Context: an optimization exercise on an open-source flow, tuned for small area. The choices shown serve that exercise and are no tape-out recipe. Only simulation tests tie the RTL to the original design; equivalence was not proved. No activity file was given, so power comes from the tool's default toggle rates. The clock port is modelled as an ideal driver; clocking choices that lean on that would not hold on a real chip.

--- flow/flow/run.sh ---
#!/bin/bash
# Own layout flow: the standard flow (standard synthesis unchanged), with
#  - clock tree synthesis without dummy loads and with larger sink clusters,
#  - port buffers of the smallest buffer cell.
# Each tool's full output stays in orfs/logs/ (ORFS per-step logs) and in
# flow_make.log in the work folder.
set -euo pipefail
CTS="-sink_clustering_enable -repair_clock_nets -dont_use_dummy_load"
CTS="$CTS -sink_clustering_size 30 -sink_clustering_max_diameter 80"
CTS="$CTS -buf_list sky130_fd_sc_hd__clkbuf_16"
bash standard.sh "CTS_ARGS=$CTS" \
	"BUFFER_PORTS_ARGS=-buffer_cell sky130_fd_sc_hd__buf_1" \
	finish > flow_make.log 2>&1
--- flow/standard.sh ---
#!/bin/bash
# synth_recipe.tcl (not shown) runs the flow's synth.tcl, then flattens the netlist and writes it again
# the make line also repeats each setting of config.mk as NAME=value (left out here)
make -C /OpenROAD-flow-scripts/flow DESIGN_CONFIG=/design/flow/config.mk WORK_HOME=/design/flow/orfs CLKGATE_MAP_FILE= SYNTH_SCRIPT=/design/flow/synth_recipe.tcl "${@:-finish}"
--- flow/config.mk ---
export PLATFORM = sky130hd
export DESIGN_NAME = kickerTrigger
export DESIGN_NICKNAME = kickerTrigger
export VERILOG_FILES = /design/flow/design.v
export SDC_FILE = /design/flow/constraint.sdc
export NUM_CORES = 4
export LEC_CHECK = 0
export CAP_MARGIN = 20
export CORE_MARGIN = 2
export CORE_UTILIZATION = 70
export PLACE_DENSITY = 0.8
export SLEW_MARGIN = 20
--- flow/constraint.sdc ---
create_clock -name core_clock -period 12.5 [get_ports {CLOCK_80MHZ}]
set_input_delay 2.5000 -clock core_clock [delete_from_list [all_inputs] [get_ports {CLOCK_80MHZ}]]
set_output_delay 2.5000 -clock core_clock [all_outputs]
set_load 0.01 [all_outputs]
--- flow/design.v ---
package kickerPkg;
	localparam int windowLog2 = 5;
	localparam int windowDepth = 1 << windowLog2;
	localparam int periodWidth = 19;
	localparam int offsetWidth = 18;
	typedef logic [periodWidth-1:0] periodT;
	typedef logic [offsetWidth-1:0] offsetT;
	typedef logic [23:0] sumT;
	typedef logic [6:0] ratioT;
	typedef enum logic [2:0]
	{
		idleState,
		waitAveragesState,
		kickerOffState,
		kickerOnState,
		faultState
	} kickerStateT;
endpackage
`timescale 1ns/1ps
module edgeIntervalTimer
(
	input  logic              CLOCK_80MHZ,
	input  logic              resetButton,
	input  logic              rawSignal,
	output logic              riseStrobe,
	output logic              fallDetect,
	output logic              periodValid,
	output logic              periodHold,
	output kickerPkg::periodT count,
	output kickerPkg::offsetT elapsed,
	output logic              counting
);
	localparam int periodWidth = kickerPkg::periodWidth;
	localparam int offsetWidth = kickerPkg::offsetWidth;
	logic syncStage0;
	logic syncStage1;
	logic syncPrev;
	logic riseDetect;
	logic periodNext;
	kickerPkg::periodT countNext;
	logic [periodWidth:0] carry;
	logic saturated;
	always_ff @(posedge CLOCK_80MHZ)
	begin
		syncStage0 <= rawSignal;
		syncStage1 <= syncStage0;
		syncPrev <= syncStage1;
	end
	assign riseDetect = syncStage1 & ~syncPrev;
	assign fallDetect = ~syncStage1 & syncPrev;
	assign carry[0] = counting;
	for (genvar i = 0; i < periodWidth; i++)
	begin : inc
		assign countNext[i] = count[i] ^ carry[i];
		assign carry[i+1] = count[i] & carry[i];
	end
	assign saturated = carry[periodWidth];
	assign periodNext = riseDetect & counting & ~resetButton;
	always_ff @(posedge CLOCK_80MHZ)
	begin
		periodValid <= periodNext;
		periodHold <= ~periodNext;
	end
	always_ff @(posedge CLOCK_80MHZ)
	begin
		if (resetButton)
		begin
			riseStrobe <= 1'b0;
			counting <= 1'b0;
		end
		else
		begin
			riseStrobe <= riseDetect;
			if (riseStrobe)
				counting <= 1'b1;
		end
	end
	always_ff @(posedge CLOCK_80MHZ)
	begin
		count[0] <= ~resetButton & (riseStrobe | countNext[0] | saturated);
		count[periodWidth-1:1] <= {(periodWidth-1){~resetButton & ~riseStrobe}}
			& (countNext[periodWidth-1:1] | {(periodWidth-1){saturated}});
	end
	assign elapsed = count[periodWidth-1] ? '1 : count[offsetWidth-1:0];
endmodule
`timescale 1ns/1ps
module slidingWindowSum
#(
	parameter int sampleWidth = kickerPkg::periodWidth,
	parameter int depth = kickerPkg::windowDepth
)
(
	input  logic            CLOCK_80MHZ,
	input  logic            resetButton,
	input  logic            push,
	input  logic            hold,
	input  logic            phase,
	input  logic [sampleWidth-1:0] sample,
	output logic [sampleWidth-1:0] mean,
	output logic            full
);
	localparam int indexWidth = $clog2(depth);
	localparam int sumWidth = sampleWidth + indexWidth;
	localparam int storeWidth = depth * sampleWidth;
	logic [storeWidth-1:0] store;
	logic [storeWidth-1:0] shifted;
	logic [sampleWidth-1:0] sampleCoded;
	logic storeShift;
	logic storeKeep;
	logic [sumWidth-1:0] sum;
	logic [sampleWidth-1:0] evicted;
	logic [sampleWidth:0]   borrow;
	logic [sampleWidth:0]   delta;
	logic [sumWidth-1:0]    deltaWide;
	logic [sumWidth:0]      carry;
	logic [sumWidth-1:0]    sumNext;
	logic load;
	logic keep;
	assign load = push & ~resetButton;
	assign keep = hold & ~resetButton;
	assign evicted = store[storeWidth-1 -: sampleWidth] ^ {sampleWidth{phase}};
	assign full = |evicted;
	assign borrow[0] = 1'b0;
	for (genvar i = 0; i < sampleWidth; i++)
	begin : subtract
		assign delta[i] = sample[i] ^ evicted[i] ^ borrow[i];
		assign borrow[i+1] = (~sample[i] & evicted[i]) | (~sample[i] & borrow[i]) | (evicted[i] & borrow[i]);
	end
	assign delta[sampleWidth] = borrow[sampleWidth];
	assign deltaWide = {{(sumWidth-sampleWidth-1){delta[sampleWidth]}}, delta};
	assign carry[0] = 1'b0;
	for (genvar i = 0; i < sumWidth; i++)
	begin : accumulate
		assign sumNext[i] = sum[i] ^ deltaWide[i] ^ carry[i];
		assign carry[i+1] = (sum[i] & deltaWide[i]) | (sum[i] & carry[i]) | (deltaWide[i] & carry[i]);
	end
	assign sampleCoded = sample ^ {sampleWidth{phase}};
	assign shifted = {store[storeWidth-sampleWidth-1:0], sampleCoded};
	assign storeShift = push | resetButton;
	assign storeKeep = hold | resetButton;
	always_ff @(posedge CLOCK_80MHZ)
	begin
		store <= ~((store | {storeWidth{storeShift}}) & (shifted | {storeWidth{storeKeep}}));
		sum <= (sum & {sumWidth{keep}}) | (sumNext & {sumWidth{load}});
	end
	assign mean = sum[sumWidth-1:indexWidth];
endmodule
`timescale 1ns/1ps
module kickerSequencer
(
	input  logic              CLOCK_80MHZ,
	input  logic              resetButton,
	input  logic              averagesReady,
	input  kickerPkg::offsetT offsetMean,
	input  kickerPkg::offsetT pulserElapsed,
	input  logic              pulserRise,
	input  logic              beamRise,
	input  logic              beamOn,
	input  kickerPkg::ratioT  onRatio,
	input  kickerPkg::ratioT  offRatio,
	output logic              kickTrigger,
	output logic              fault
);
	logic waitState;
	logic offState;
	logic idleState;
	logic faultNext;
	logic phaseMatch;
	logic ratioMatch;
	logic intervalEnd;
	kickerPkg::ratioT matchCount;
	logic [1:0] balance;
	logic balanceFault;
	assign phaseMatch = (pulserElapsed == offsetMean);
	assign ratioMatch = (matchCount == (kickTrigger ? onRatio : offRatio));
	assign intervalEnd = phaseMatch & ratioMatch;
	assign balanceFault = balance[1] & ~balance[0];
	assign idleState = ~(waitState | offState | kickTrigger | fault);
	assign faultNext = fault | balanceFault;
	always_ff @(posedge CLOCK_80MHZ)
	begin
		if (resetButton)
			balance <= 2'b00;
		else if (beamRise != pulserRise && !balanceFault)
		begin
			if (balance == 2'b00)
				balance <= beamRise ? 2'b01 : 2'b11;
			else if (balance[1] == beamRise)
				balance <= 2'b00;
			else
				balance <= 2'b10;
		end
	end
	always_ff @(posedge CLOCK_80MHZ)
	begin
		if (resetButton)
		begin
			fault <= 1'b0;
			waitState <= 1'b0;
			offState <= 1'b0;
			kickTrigger <= 1'b0;
			matchCount <= kickerPkg::ratioT'(1);
		end
		else
		begin
			fault <= faultNext;
			waitState <= ~faultNext & (idleState | (waitState & ~averagesReady));
			offState <= ~faultNext & ((waitState & averagesReady)
				| (offState & ~(intervalEnd & beamOn))
				| (kickTrigger & intervalEnd));
			kickTrigger <= ~faultNext & ((offState & intervalEnd & beamOn)
				| (kickTrigger & ~intervalEnd));
			if ((balanceFault & ~fault) | idleState | (waitState & averagesReady)
				| ((offState | kickTrigger) & intervalEnd))
				matchCount <= kickerPkg::ratioT'(1);
			else if ((offState | kickTrigger) & phaseMatch)
				matchCount <= matchCount + kickerPkg::ratioT'(1);
		end
	end
endmodule
`timescale 1ns/1ps
module kickerTrigger
#(
	parameter int depthLog2 = kickerPkg::windowLog2
)
(
	input  logic              CLOCK_80MHZ,
	input  logic              resetButton,
	input  logic              beamSignal,
	input  logic              pulserSignal,
	input  logic              beamOn,
	input  kickerPkg::ratioT  onRatio,
	input  kickerPkg::ratioT  offRatio,
	output logic              kickTrigger,
	output logic              fault,
	output logic              averagesReady,
	output kickerPkg::periodT meanBeamPeriod,
	output kickerPkg::periodT meanPulserPeriod
);
	localparam int windowSize = 1 << depthLog2;
	logic beamRise;
	logic beamFallDetect;
	logic beamPeriodValid;
	logic beamPeriodHold;
	kickerPkg::periodT beamPeriod;
	logic pulserRise;
	logic pulserPeriodValid;
	logic pulserPeriodHold;
	kickerPkg::periodT pulserPeriod;
	kickerPkg::offsetT pulserElapsed;
	logic pulserCounting;
	logic offsetNext;
	logic offsetPush;
	logic offsetHold;
	logic phase;
	logic beamFull;
	logic pulserFull;
	logic offsetFull;
	kickerPkg::offsetT offsetMean;
	edgeIntervalTimer beamTimer
	(
		.CLOCK_80MHZ (CLOCK_80MHZ),
		.resetButton (resetButton),
		.rawSignal   (beamSignal),
		.riseStrobe  (beamRise),
		.fallDetect  (beamFallDetect),
		.periodValid (beamPeriodValid),
		.periodHold  (beamPeriodHold),
		.count       (beamPeriod),
		.elapsed     (),
		.counting    ()
	);
	edgeIntervalTimer pulserTimer
	(
		.CLOCK_80MHZ (CLOCK_80MHZ),
		.resetButton (resetButton),
		.rawSignal   (pulserSignal),
		.riseStrobe  (pulserRise),
		.fallDetect  (),
		.periodValid (pulserPeriodValid),
		.periodHold  (pulserPeriodHold),
		.count       (pulserPeriod),
		.elapsed     (pulserElapsed),
		.counting    (pulserCounting)
	);
	assign offsetNext = beamFallDetect & (pulserRise | pulserCounting) & ~resetButton;
	always_ff @(posedge CLOCK_80MHZ)
	begin
		offsetPush <= offsetNext;
		offsetHold <= ~offsetNext;
		phase <= ~phase & ~resetButton;
	end
	slidingWindowSum #(.sampleWidth(kickerPkg::periodWidth), .depth(windowSize)) beamWindow
	(
		.CLOCK_80MHZ (CLOCK_80MHZ),
		.resetButton (resetButton),
		.push        (beamPeriodValid),
		.hold        (beamPeriodHold),
		.phase       (phase),
		.sample      (beamPeriod),
		.mean        (meanBeamPeriod),
		.full        (beamFull)
	);
	slidingWindowSum #(.sampleWidth(kickerPkg::periodWidth), .depth(windowSize)) pulserWindow
	(
		.CLOCK_80MHZ (CLOCK_80MHZ),
		.resetButton (resetButton),
		.push        (pulserPeriodValid),
		.hold        (pulserPeriodHold),
		.phase       (phase),
		.sample      (pulserPeriod),
		.mean        (meanPulserPeriod),
		.full        (pulserFull)
	);
	slidingWindowSum #(.sampleWidth(kickerPkg::offsetWidth), .depth(windowSize)) offsetWindow
	(
		.CLOCK_80MHZ (CLOCK_80MHZ),
		.resetButton (resetButton),
		.push        (offsetPush),
		.hold        (offsetHold),
		.phase       (phase),
		.sample      (pulserElapsed),
		.mean        (offsetMean),
		.full        (offsetFull)
	);
	assign averagesReady = beamFull & pulserFull & offsetFull;
	kickerSequencer sequencer
	(
		.CLOCK_80MHZ   (CLOCK_80MHZ),
		.resetButton   (resetButton),
		.averagesReady (averagesReady),
		.offsetMean    (offsetMean),
		.pulserElapsed (pulserElapsed),
		.pulserRise    (pulserRise),
		.beamRise      (beamRise),
		.beamOn        (beamOn),
		.onRatio       (onRatio),
		.offRatio      (offRatio),
		.kickTrigger   (kickTrigger),
		.fault         (fault)
	);
endmodule
==> impl_metrics.tcl, run 1 <==
set metrics [dict create \
    status "no timing/DRC/antenna violations" \
    rows 106 \
    final_area_um2 60500 \
    die_x_um 293 \
    p_sw_mw 2.30 \
    yosys.area_share.xor_xnor_pct 1.91 \
    comb_power_share_pct 5.8 \
    yosysTopAreaCell "dfxtp_1" \
    critPathKind "reg2reg" \
    die_h_um 293 \
    ys_warn_count 5 \
    cts.sinks 1931 \
    placedCellCount 5631 \
    internal-power_mw 8.03 \
    start_kind "flop" \
    syn-mean-instance-area_um2 11.9 \
    fmax_mhz 88.7 \
    slowest_stage "dfxtp_4" \
    synth_area_leaders "dfxtp_1 (66%), o22ai_1 (19%), fa_1 (4.0%)" \
    firstDrtPassIters 5 \
    worstHoldStart "pulserTimer.syncStage0" \
    clk_pin_slew_worst_paths_ps 110 \
    area_delta_synth_final_pct 3.17 \
    synth_seq_cells 1931 \
    worstPathArrival_ps 11820 \
    synth_top_family_by_area "compound AO/OA/AOI/OAI gates" \
    required_ps 13040 \
    grt_use_total_pct 21.9 \
    gr-total-overflow 0 \
    p_leak_nw 23.3 \
    root_buffer "clkbuf_16" \
    dp_worst_setup_slack_ps 1210 \
    drc 0 \
    rsz0062_at_grt "false" \
    synth_area_um2 58600 \
    setup_violations 0 \
    drtIter0Drc 2399 \
    core_um2 83300 \
    seqPwrFrac_pct 67.3 \
    grt_max_degree 291 \
    r2r_start "phase" \
    postCtsSetupRepairBufs 0 \
    sw_frac_of_total_pct 22.3 \
    setup-tns-final_ps 0 \
    syn_nets 5124 \
    clock_latency_ps 650 \
    cts_buffer_depth 3 \
    powerDensity_nw_per_um2 171 \
    grt_pass1_wl_um 162000 \
    synthMuxAreaShare_pct 0.325 \
    cts_tree "yes" \
    synthSimpleGateAreaFrac_pct 1.62 \
    slew_violations 0 \
    fin_crit_ps 11270 \
    relSlewSlack_pct 27.8 \
    cts_resized 0 \
    htreeDepth 3 \
    synth_compound_area_share_pct 21.2 \
    synth_top_area_share_pct 66.0 \
    end_kind "flop" \
    async_flop_share_pct 0 \
    grt_pass1_vias 33400 \
    finalHoldViolations 0 \
    ys_types 53 \
    fin_ws_ps 1230 \
    vias 35900 \
    nNetsFinal 4810 \
    finalCritPeriodShare_pct 90.2 \
    boundaryPins 60 \
    ant_nets 0 \
    start_util_pct 70.4 \
    drt-total-wl_um 97100 \
    ir_drop_uv 135 \
    vias_per_cell 6.28 \
    clock_skew_ps 42.7 \
    cts_hold_buf 0 \
    worstHoldPathType "reg2reg" \
    dieArea_um2 86000 \
    synth_adder_area_share_pct 4.95 \
    synth-edff-count 0 \
    antenna_cells 0 \
    post_dp_cell_area_um2 58500 \
    syn_inst 4944 \
    post-dp-hpwl_um 57700 \
    cts_made_buffers 75 \
    max_cap_viol_count 0 \
    layout-drive-gt1-share_pct 2.81 \
    cp_max_fo 15 \
    stdcell_count 5708 \
    cpMostUsedCell "fa_1" \
    antenna_found_initial 2 \
    synth_ff_type "dfxtp_1" \
    max_stage_delay_ps 520 \
    io_buffer_count 59 \
    tightest_slew_ps 1080 \
    wl_per_cell_um 17.0 \
    gp_congestion 0.872 \
    seq_area_frac_synth_pct 66.0 \
    p_clk_share_pct 26.9 \
    cp-startpoint "phase" \
]
[synth_stat cells (all sizes together) (3+ instances only)]
cell type / count
a211oi: 6
a21oi: 14
a22o: 59
and3: 4
buf: 66
clkbuf: 418
dfxtp: 1931
fa: 118
ha: 43
inv: 99
mux2i: 19
nand2: 36
nand2b: 6
nand3: 8
nand4: 27
nor2: 25
nor2b: 12
nor3: 12
o21a: 36
o21ai: 18
o22ai: 1794
o31a: 3
o31ai: 8
or2: 11
or3: 5
or4: 15
xnor2: 33
xor2: 95
[worst max-delay path: cells and delay by family, from the launching register on]
family	cells	cell delay [ps]
adder cells (fa/ha/maj)	24	9780
AO/OA/AOI/OAI	2	220
buffers and inverters	3	170
AND/OR/NAND/NOR	1	50
XOR/XNOR	2	400
flip-flops	1	520
[power by group through the flow]
| stage | combinational (mW) | clock, mW | sequential [mW] |
|---|---|---|---|
| CTS | 0.604 | 2.86 | 6.95 |
| finish | 0.601 | 2.78 | 6.95 |
| floorplan | 0.504 | 0 | 7.00 |
| global placement | 0.566 | 0 | 7.07 |
| detailed placement | 0.600 | 0 | 7.09 |
| global route | 0.687 | 3.07 | 7.01 |
[cell families after synthesis]
kind of cell	count (synthesis)
AO/OA/AOI/OAI	1952
XOR/XNOR	128
adder cells (fa/ha/maj)	161
buffers and inverters	583
flip-flops	1931
multiplexers	19
AND/OR/NAND/NOR	170
[cell usage in the layout, fill, tap and decap left out, types with 2 or more instances in the layout]
cell type  netlist  final
nand3_1          8      8
or2_2           11      5
nor3_1          11     11
buf_1           12     58
fa_1           118    118
a21oi_1         14     14
or2_4            0      6
or4_1           15     15
o31ai_1          8      8
inv_1           99     99
ha_1            43     43
dfxtp_1       1931   1930
o21ai_0         18     18
xor2_1          95     95
and3_1           4      4
xnor2_1         33     33
o21a_1          36     36
a211oi_1         6      6
a21boi_0         2      2
nand2_1         35     35
nand4_1         27     27
nor2_1          25     25
nand2b_1         6      6
buf_12           0      7
mux2i_1         19     19
a22o_1          59     59
buf_4           38     25
nor2b_1         12      8
o22ai_1       1794   1794
or3_1            5      5
and2_1           2      2
clkbuf_16        0     75
nor2b_2          0      4
o31a_1           3      3
nor3b_1          2      2
[final timing paths]
kind	end	slack, ps	depth (start not counted)
setup / recovery	pulserWindow.sum[23]	1230	32
hold / removal	pulserTimer.syncStage1	340	0
setup reg to reg	pulserWindow.sum[23]	1230	32
hold reg to reg	pulserTimer.syncStage1	340	0
[per-layer routing]
metal | vias to the layer above | share of wire (%) | global-route usage (%)
li1 | 18100 | - | -
met4 | 4 | 2.5 | 5.82
met1 | 17100 | 48 | 32.0
met3 | 145 | 3.7 | 3.28
met2 | 476 | 46 | 34.5
met5 | - | 0.022 | 0
[state kept, by name, summed over array words and instances (netlist names), 2 cells and up]
signal                flops
sequencer.matchCount      7
offsetWindow.store      576
beamWindow.sum           24
beamWindow.store        608
pulserWindow.store      608
pulserWindow.sum         24
beamTimer.count          19
sequencer.balance         2
pulserTimer.count        19
offsetWindow.sum         23
[stage by stage]
stage,utilization (%),total power [mW],hold WS [ps]
final,72.6,10.3,335
after global routing,72.6,10.8,350
after CTS,72.5,10.4,343
after detailed placement,70.3,7.68,317
after global placement,70.3,7.63,317
after floorplan,-,7.50,310
[layout make-up]
cell class / instances / area, µm²
Tap cell: 1080 / 1350
Timing Repair Buffer: 93 / 589
Multi-Input combinational cell: 2430 / 17600
Fill cell: 5735 / 22800
Sequential cell: 1931 / 38700
Clock buffer: 75 / 1880
Inverter: 99 / 372
==> run 2: changes to the inputs <==
==> flow/run.sh (new file) <==
#!/bin/bash
# synth_recipe.tcl (not shown) runs the flow's synth.tcl, then flattens the netlist and writes it again
# the make line also repeats each setting of config.mk as NAME=value (left out here)
make -C /OpenROAD-flow-scripts/flow DESIGN_CONFIG=/design/flow/config.mk WORK_HOME=/design/flow/orfs CLKGATE_MAP_FILE= SYNTH_SCRIPT=/design/flow/synth_recipe.tcl finish
--- a/flow/config.mk
+++ b/flow/config.mk
@@ -8,5 +8,8 @@
 export CAP_MARGIN = 20
 export CORE_MARGIN = 2
 export CORE_UTILIZATION = 70
+export CTS_BUF_LIST = sky130_fd_sc_hd__clkbuf_16
+export CTS_CLUSTER_DIAMETER = 80
+export CTS_CLUSTER_SIZE = 30
 export PLACE_DENSITY = 0.8
 export SLEW_MARGIN = 20
removed: flow/flow/run.sh
removed: flow/standard.sh
==> run 2 against run 1 <==
- still clean on timing, DRC and antenna
- utilization grew 0.84 points
- sequential cell count unchanged
- maximum frequency is 1.8% lower
- design area up 1.2%
- register-to-register slack got worse by 210 ps
- first-iteration DRC count down 5.1%
- non-clock buffer count is 4 higher
- critical path type unchanged
- critical endpoint is now offsetWindow.sum[22]
- largest cell class unchanged
==> impl_metrics.tcl, run 2 <==
set metrics [dict create \
    drt-total-wl_um 98700 \
    synth_area_um2 58600 \
    root_buffer "clkbuf_16" \
    drtIter0Drc 2276 \
    cts_hold_buf 0 \
    cts_resized 0 \
    slowest_stage "buf_4" \
    stdcell_count 5728 \
    cp-startpoint "phase" \
    clock_latency_ps 660 \
    tightest_slew_ps 1110 \
    comb_power_share_pct 5.9 \
    yosysTopAreaCell "dfxtp_1" \
    synth_top_area_share_pct 66.0 \
    slew_violations 0 \
    post-dp-hpwl_um 58700 \
    vias_per_cell 6.26 \
    antenna_cells 0 \
    final_area_um2 61200 \
    synth_area_leaders "dfxtp_1 (66%), o22ai_1 (19%), fa_1 (4.0%)" \
    cts_made_buffers 75 \
    placedCellCount 5632 \
    io_buffer_count 59 \
    largestRegisters "beamWindow.store x608, pulserWindow.store x608, offsetWindow.store x576" \
    post-route-util_pct 73.4 \
    boundaryPins 60 \
    vias 35900 \
    synth-edff-count 0 \
    p_clk_share_pct 27.9 \
    htreeDepth 3 \
    dp_worst_setup_slack_ps 1000 \
    finalCritPeriodShare_pct 91.8 \
    finalHoldViolations 0 \
    worstHoldPathType "reg2reg" \
    clock_skew_ps 22.1 \
    rsz0062_at_grt "false" \
    cts.sinks 1931 \
    seqPwrFrac_pct 66.2 \
    status "no timing/DRC/antenna violations" \
    p_sw_mw 2.35 \
    cpMostUsedCell "fa_1" \
    synthTopCellsByCount "dfxtp_1 (1931), o22ai_1 (1794), clkbuf_1 (418)" \
    mostFrequentLayoutCells "dfxtp_1 (1930), o22ai_1 (1794), fa_1 (118)" \
    ir_drop_uv 140 \
    fin_ws_ps 1020 \
    r2r_start "phase" \
    grt_pass1_wl_um 165000 \
    antenna_found_initial 1 \
    cts_buffer_depth 3 \
    internal-power_mw 8.15 \
    start_util_pct 70.4 \
    dieArea_um2 86000 \
    end_kind "flop" \
    seq_area_frac_synth_pct 66.0 \
    post_dp_cell_area_um2 58900 \
    ys_types 53 \
    grt_pass1_vias 33400 \
    syn_inst 4944 \
    cp_max_fo 39 \
    layout-drive-gt1-share_pct 3.12 \
    area_delta_synth_final_pct 4.37 \
    critPathKind "reg2reg" \
    ant_nets 0 \
    grt_use_total_pct 22.3 \
    syn_nets 5124 \
    async_flop_share_pct 0 \
    synth_ff_type "dfxtp_1" \
    start_kind "flop" \
    powerDensity_nw_per_um2 172 \
    clk_pin_slew_worst_paths_ps 110 \
    core_um2 83300 \
    fmax_mhz 87.1 \
    worstHoldStart "pulserTimer.syncStage0" \
    required_ps 13040 \
    wl_per_cell_um 17.2 \
    syn-mean-instance-area_um2 11.9 \
    cts_tree "yes" \
    gr-total-overflow 0 \
    synth_seq_cells 1931 \
    nNetsFinal 4814 \
    max_stage_delay_ps 510 \
    gp_congestion 0.856 \
    sw_frac_of_total_pct 22.4 \
    rows 106 \
    firstDrtPassIters 5 \
    multi_input_area_um2 17600 \
    setup-tns-final_ps 0 \
    ys_warn_count 5 \
    fin_crit_ps 11480 \
    max_cap_viol_count 0 \
    die_h_um 293 \
    regArea_um2 38700 \
    drc 0 \
    postCtsSetupRepairBufs 0 \
    final.fill_count 5632 \
    p_total_mw 10.5 \
    setup_violations 0 \
    die_x_um 293 \
    relSlewSlack_pct 25.5 \
    synth.most_common_cell "dfxtp_1" \
    p_leak_nw 23.6 \
    layout_commonest_cell "dfxtp_1" \
    worstPathArrival_ps 12020 \
    grt_max_degree 285 \
    finalHoldWorstSlack_ps 360 \
]
[run 2: routing by layer]
metal	vias up	routed length, µm	global-route usage (%)
li1	18100	-	-
met4	2	1890	5.08
met5	-	13	0
met1	17200	47900	32.4
met3	133	2870	3.15
met2	415	46000	35.7
[run 2: worst max-delay path, delay by kind of cell, from the launching register on]
family / cells / cell delay, ps
and+or+nand+nor: 1 / 70
xor gates and xnor gates: 2 / 420
adders and majority gates: 22 / 9500
DFF: 1 / 470
buffers and inverters: 3 / 660
AOI/OAI and AO/OA: 2 / 220
[run 2: final timing paths]
check | end | slack (ps) | depth (start not counted)
max | offsetWindow.sum[22] | 1020 | 30
min | pulserTimer.syncStage1 | 360 | 0
max reg2reg | offsetWindow.sum[22] | 1020 | 30
min reg2reg | pulserTimer.syncStage1 | 360 | 0
[run 2: cell families (layout without fill, tap and decap cells)]
group                    Yosys count  in the layout  synth area share (%)
XOR/XNOR                         128            128                  1.91
multiplexers                      19             19                 0.325
adder cells (fa/ha/maj)          161            161                  4.95
flip-flops                      1931           1931                  66.0
AO/OA/AOI/OAI                   1952           1952                  21.2
AND/OR/NAND/NOR                  170            170                  1.62
buffers and inverters            583            287                  4.02
[run 2: final cells by class]
| cell class | count | area share (%) |
|---|---|---|
| inverter | 99 | 0.608 |
| multi-input combinational | 2430 | 28.8 |
| tap | 1080 | 2.21 |
| sequential | 1931 | 63.2 |
| timing repair buffer | 97 | 1.72 |
| clock buffer | 79 | 3.23 |
| clock inverter | 12 | 0.217 |
[run 2: power by group through the flow]
stage,sequential (mW),combinational (mW),clock (mW)
after floorplan,7.00,0.504,0
after global placement,7.07,0.575,0
after detailed placement,7.09,0.613,0
after CTS,6.95,0.618,3.00
after global routing,7.01,0.702,3.21
final,6.95,0.617,2.93
==> run 3: changes to the inputs <==
--- a/flow/design.v
+++ b/flow/design.v
@@ -108,26 +108,22 @@
 	logic storeShift;
 	logic storeKeep;
 	logic [sumWidth-1:0] sum;
-	logic [sampleWidth-1:0] evicted;
-	logic [sampleWidth:0]   borrow;
+	logic [sampleWidth-1:0] evictedLow;
+	logic [sampleWidth:0]   borrowLow;
 	logic [sampleWidth:0]   delta;
 	logic [sumWidth-1:0]    deltaWide;
 	logic [sumWidth:0]      carry;
 	logic [sumWidth-1:0]    sumNext;
-	logic load;
-	logic keep;
-	assign load = push & ~resetButton;
-	assign keep = hold & ~resetButton;
-	assign evicted = store[storeWidth-1 -: sampleWidth] ^ {sampleWidth{phase}};
-	assign full = |evicted;
-	assign borrow[0] = 1'b0;
+	assign evictedLow = store[storeWidth-1 -: sampleWidth] ^ {sampleWidth{~phase}};
+	assign full = ~&evictedLow;
+	assign borrowLow[0] = 1'b1;
 	for (genvar i = 0; i < sampleWidth; i++)
 	begin : subtract
-		assign delta[i] = sample[i] ^ evicted[i] ^ borrow[i];
-		assign borrow[i+1] = (~sample[i] & evicted[i]) | (~sample[i] & borrow[i]) | (evicted[i] & borrow[i]);
+		assign delta[i] = sample[i] ^ evictedLow[i] ^ borrowLow[i];
+		assign borrowLow[i+1] = (sample[i] & evictedLow[i]) | (sample[i] & borrowLow[i]) | (evictedLow[i] & borrowLow[i]);
 	end
-	assign delta[sampleWidth] = borrow[sampleWidth];
-	assign deltaWide = {{(sumWidth-sampleWidth-1){delta[sampleWidth]}}, delta};
+	assign delta[sampleWidth] = ~borrowLow[sampleWidth];
+	assign deltaWide = {{(sumWidth-sampleWidth-1){delta[sampleWidth]}}, delta} & {sumWidth{push}};
 	assign carry[0] = 1'b0;
 	for (genvar i = 0; i < sumWidth; i++)
 	begin : accumulate
@@ -141,7 +137,7 @@
 	always_ff @(posedge CLOCK_80MHZ)
 	begin
 		store <= ~((store | {storeWidth{storeShift}}) & (shifted | {storeWidth{storeKeep}}));
-		sum <= (sum & {sumWidth{keep}}) | (sumNext & {sumWidth{load}});
+		sum <= sumNext & {sumWidth{~resetButton}};
 	end
 	assign mean = sum[sumWidth-1:indexWidth];
 endmodule
==> flow/flow/run.sh (new file) <==
#!/bin/bash
# Own layout flow: the standard flow (standard synthesis unchanged), with
#  - clock tree synthesis without dummy loads and with larger sink clusters,
#  - port buffers of the smallest buffer cell.
# Each tool's full output stays in orfs/logs/ (ORFS per-step logs) and in
# flow_make.log in the work folder.
set -euo pipefail
CTS="-sink_clustering_enable -repair_clock_nets -dont_use_dummy_load"
CTS="$CTS -sink_clustering_size 30 -sink_clustering_max_diameter 80"
CTS="$CTS -buf_list sky130_fd_sc_hd__clkbuf_16"
bash standard.sh "CTS_ARGS=$CTS" \
	"BUFFER_PORTS_ARGS=-buffer_cell sky130_fd_sc_hd__buf_1" \
	finish > flow_make.log 2>&1
==> flow/standard.sh (new file) <==
#!/bin/bash
# synth_recipe.tcl (not shown) runs the flow's synth.tcl, then flattens the netlist and writes it again
# the make line also repeats each setting of config.mk as NAME=value (left out here)
make -C /OpenROAD-flow-scripts/flow DESIGN_CONFIG=/design/flow/config.mk WORK_HOME=/design/flow/orfs CLKGATE_MAP_FILE= SYNTH_SCRIPT=/design/flow/synth_recipe.tcl "${@:-finish}"
--- a/flow/config.mk
+++ b/flow/config.mk
@@ -8,8 +8,5 @@
 export CAP_MARGIN = 20
 export CORE_MARGIN = 2
 export CORE_UTILIZATION = 70
-export CTS_BUF_LIST = sky130_fd_sc_hd__clkbuf_16
-export CTS_CLUSTER_DIAMETER = 80
-export CTS_CLUSTER_SIZE = 30
 export PLACE_DENSITY = 0.8
 export SLEW_MARGIN = 20
removed: flow/run.sh
==> run 3 against run 2 <==
- utilization fell by 0.85 points
- largest cell class unchanged
- sequential share of layout area grew 0.85 points
- register-to-register slack worse by 20 ps
- routed wire length fell by 2.5%
- clock power down 5%
- clock skew up 15 ps
- design area decreased by 1.3%
- sequential cell count did not move
==> impl_metrics.tcl, run 3 <==
set metrics [dict create \
    vias 35800 \
    async_flop_share_pct 0 \
    synth.most_common_cell "dfxtp_1" \
    largestRegisters "beamWindow.store x608, pulserWindow.store x608, offsetWindow.store x576" \
    setup-tns-final_ps 0 \
    wl_per_cell_um 16.7 \
    layout_commonest_cell "dfxtp_1" \
    fin_crit_ps 11500 \
    holdPathEnd "pulserTimer.syncStage1" \
    clock_skew_ps 37.1 \
    clock_latency_ps 660 \
    start_util_pct 70.4 \
    rows 106 \
    synth-edff-count 0 \
    placedCellCount 5670 \
    synthTopCellsByCount "dfxtp_1 (1931), o22ai_1 (1792), clkbuf_1 (410)" \
    boundaryPins 60 \
    cts_made_buffers 75 \
    synth_area_leaders "dfxtp_1 (66%), o22ai_1 (19%), fa_1 (4.0%)" \
    finalHoldWorstSlack_ps 330 \
    relSlewSlack_pct 23.3 \
    syn_inst 4983 \
    area_delta_synth_final_pct 3.15 \
    rsz0062_at_grt "false" \
    cts.sinks 1931 \
    seqPwrFrac_pct 67.6 \
    synth_area_um2 58500 \
    finalCritPeriodShare_pct 92.0 \
    seq_area_frac_synth_pct 66.1 \
    vias_per_cell 6.22 \
    p_total_mw 10.3 \
    syn_nets 5163 \
    min_path_cells 0 \
    io_buffer_count 59 \
    grt_use_total_pct 21.9 \
    die_h_um 293 \
    r2r_start "phase" \
    grt_max_degree 272 \
    slew_violations 0 \
    cts_hold_buf 0 \
    gr-total-overflow 0 \
    cp_max_fo 49 \
    internal-power_mw 8.01 \
    htreeDepth 3 \
    drt-total-wl_um 96200 \
    antenna_found_initial 0 \
    postCtsSetupRepairBufs 0 \
    drc 0 \
    synth_ff_type "dfxtp_1" \
    syn-mean-instance-area_um2 11.7 \
    start_kind "flop" \
    worstPathArrival_ps 12030 \
    r2r_slack_ps 1000 \
    p_sw_mw 2.28 \
    grt_pass1_vias 33400 \
    cts_buffer_depth 3 \
    finalHoldViolations 0 \
    fmax_mhz 86.9 \
    post-route-util_pct 72.6 \
    core_um2 83200 \
    r2r_cells 27 \
    p_clk_share_pct 27.0 \
    mostFrequentLayoutCells "dfxtp_1 (1930), o22ai_1 (1792), fa_1 (118)" \
    die_x_um 293 \
    status "no timing/DRC/antenna violations" \
    required_ps 13030 \
    grt_pass1_wl_um 161000 \
    antenna_cells 0 \
    layout-drive-gt1-share_pct 2.70 \
    end_kind "flop" \
    cts_resized 0 \
    worstHoldStart "pulserTimer.syncStage0" \
    drtIter0Drc 2084 \
    yosysTopAreaCell "dfxtp_1" \
    root_buffer "clkbuf_16" \
    stdcell_count 5746 \
    cp-startpoint "phase" \
    final.fill_count 5767 \
    post-dp-hpwl_um 57200 \
    dieArea_um2 85900 \
    firstDrtPassIters 6 \
    gp_congestion 0.845 \
    ant_nets 0 \
    setup_violations 0 \
    ir_drop_uv 161 \
    clk_pin_slew_worst_paths_ps 110 \
    regToRegEndpoint "offsetWindow.sum[22]" \
    nNetsFinal 4848 \
    worstHoldPathType "reg2reg" \
    p_leak_nw 22.4 \
    powerDensity_nw_per_um2 171 \
    synth_top_area_share_pct 66.1 \
    ys_warn_count 5 \
    synth_seq_cells 1931 \
    comb_power_share_pct 5.4 \
    tightest_slew_ps 1150 \
    sw_frac_of_total_pct 22.2 \
    cts_tree "yes" \
    max_cap_viol_count 0 \
    ys_types 49 \
    critPathKind "reg2reg" \
]
## run 3: cell count changes in the layout (fill, tap and decap cells not counted), moves of 6 or more
| cell | before | now |
|---|---|---|
| or3_1 | 5 | 11 |
| clkdlybuf4s50_1 | 59 | 0 |
| xnor2_1 | 33 | 65 |
| nand2b_1 | 6 | 27 |
| xor2_1 | 95 | 68 |
| nand2_1 | 35 | 45 |
| inv_1 | 103 | 91 |
| nand4_1 | 27 | 19 |
| nor2_1 | 25 | 98 |
| buf_1 | 0 | 58 |
| o21ai_0 | 18 | 8 |
| a21oi_1 | 14 | 22 |
| a22o_1 | 59 | 0 |
## run 3: final cells by class
type,count,area (µm²),share of cell area (%)
sequential,1931,38700,64.1
multi-input combinational,2478,17600,29.1
clock buffer,75,1880,3.11
tap,1080,1350,2.24
timing repair buffer,91,564,0.935
inverter,91,342,0.566
## run 3: how the worst max path moves through the flow
| stage | end | depth (start not counted) |
|---|---|---|
| 3_3_place_gp | offsetWindow.sum[22] | 27 |
| 4_1_cts | offsetWindow.sum[22] | 27 |
| 3_5_place_dp | offsetWindow.sum[22] | 27 |
| 6_report | offsetWindow.sum[22] | 27 |
| 5_1_grt | offsetWindow.sum[22] | 27 |
| 2_1_floorplan | offsetWindow.sum[22] | 32 |
## run 3: metal layers
layer  part of all wire (%)  vias to the layer above  GRT usage (%)
li1                       -                    18100              -
met1                     48                    17200           31.3
met2                     47                      343           35.4
met3                    2.5                      148           2.56
met4                    2.4                        0           6.22
met5                      0                        -              0
## run 3: through the flow
stage / worst slack (ps) / instance area (µm²)
finish: 996 / 60400
global route: 569 / 60400
CTS: 944 / 60300
detailed placement: 943 / 58400
global placement: 1110 / 58400
floorplan: 241 / 58500
## run 3: power by group through the flow
| stage | logic (mW) | registers, mW | clock network [mW] |
|---|---|---|---|
| floorplan | 0.470 | 7.00 | 0 |
| global placement | 0.530 | 7.07 | 0 |
| detailed placement | 0.561 | 7.09 | 0 |
| CTS | 0.565 | 6.95 | 2.85 |
| global route | 0.637 | 7.02 | 3.05 |
| finish | 0.560 | 6.95 | 2.78 |
## run 3: worst max-delay path, cell delays in order (launching register included)
cell	delay, ps
dfxtp_4	530
buf_4	640
xor2_1	190
fa_1	450
fa_1	460
fa_1	470
fa_1	470
fa_1	460
fa_1	460
fa_1	460
fa_1	460
fa_1	480
fa_1	460
fa_1	460
fa_1	460
fa_1	460
fa_1	460
fa_1	470
nand2b_1	170
fa_1	420
fa_1	420
fa_1	420
fa_1	430
fa_1	430
fa_1	410
xnor2_1	150
xnor2_1	120
nor2b_1	130
## run 3: logic make-up (layout without fill, tap and decap cells)
kind of cell | after synthesis | in the layout | synth area share, %
DFF | 1931 | 1931 | 66.1
AOI/OAI and AO/OA | 1891 | 1891 | 20.4
buffers and inverters | 574 | 257 | 3.96
and+or+nand+nor | 275 | 275 | 2.36
adders and majority gates | 161 | 161 | 4.96
xor gates and xnor gates | 133 | 133 | 1.99
muxes | 18 | 18 | 0.308

[port drivers added, routing unchanged]
How much do the figures lean on ideal ports? The routed layouts below were timed once more, with nothing changed but the port constraints.
Step 1 sets driving cells, clkbuf_16 on the clock port and buf_2 on the other inputs (assumed; they add their load-dependent delay and slew).
Step 2 adds t to the input delays and takes it off the output delays; t is the mean of the earliest and latest rising clock arrival at the registers after step 1. Input paths then give back, and output paths get back, about the clock's delay inside the block.
Three values: ideal, step 1, step 2; two values: the first two.
run	shift t [ns]	setup WS [ns]	worst hold slack (ns)
run 1	0.693	1.225 / 1.225 / 1.225	0.335 / 0.335 / 0.335
run 2	0.712	1.019 / 1.019 / 1.019	0.360 / 0.360 / 0.360
run 3	0.699	0.996 / 0.996 / 0.996	0.330 / 0.330 / 0.330
After both steps setup and hold are still met in every run listed.
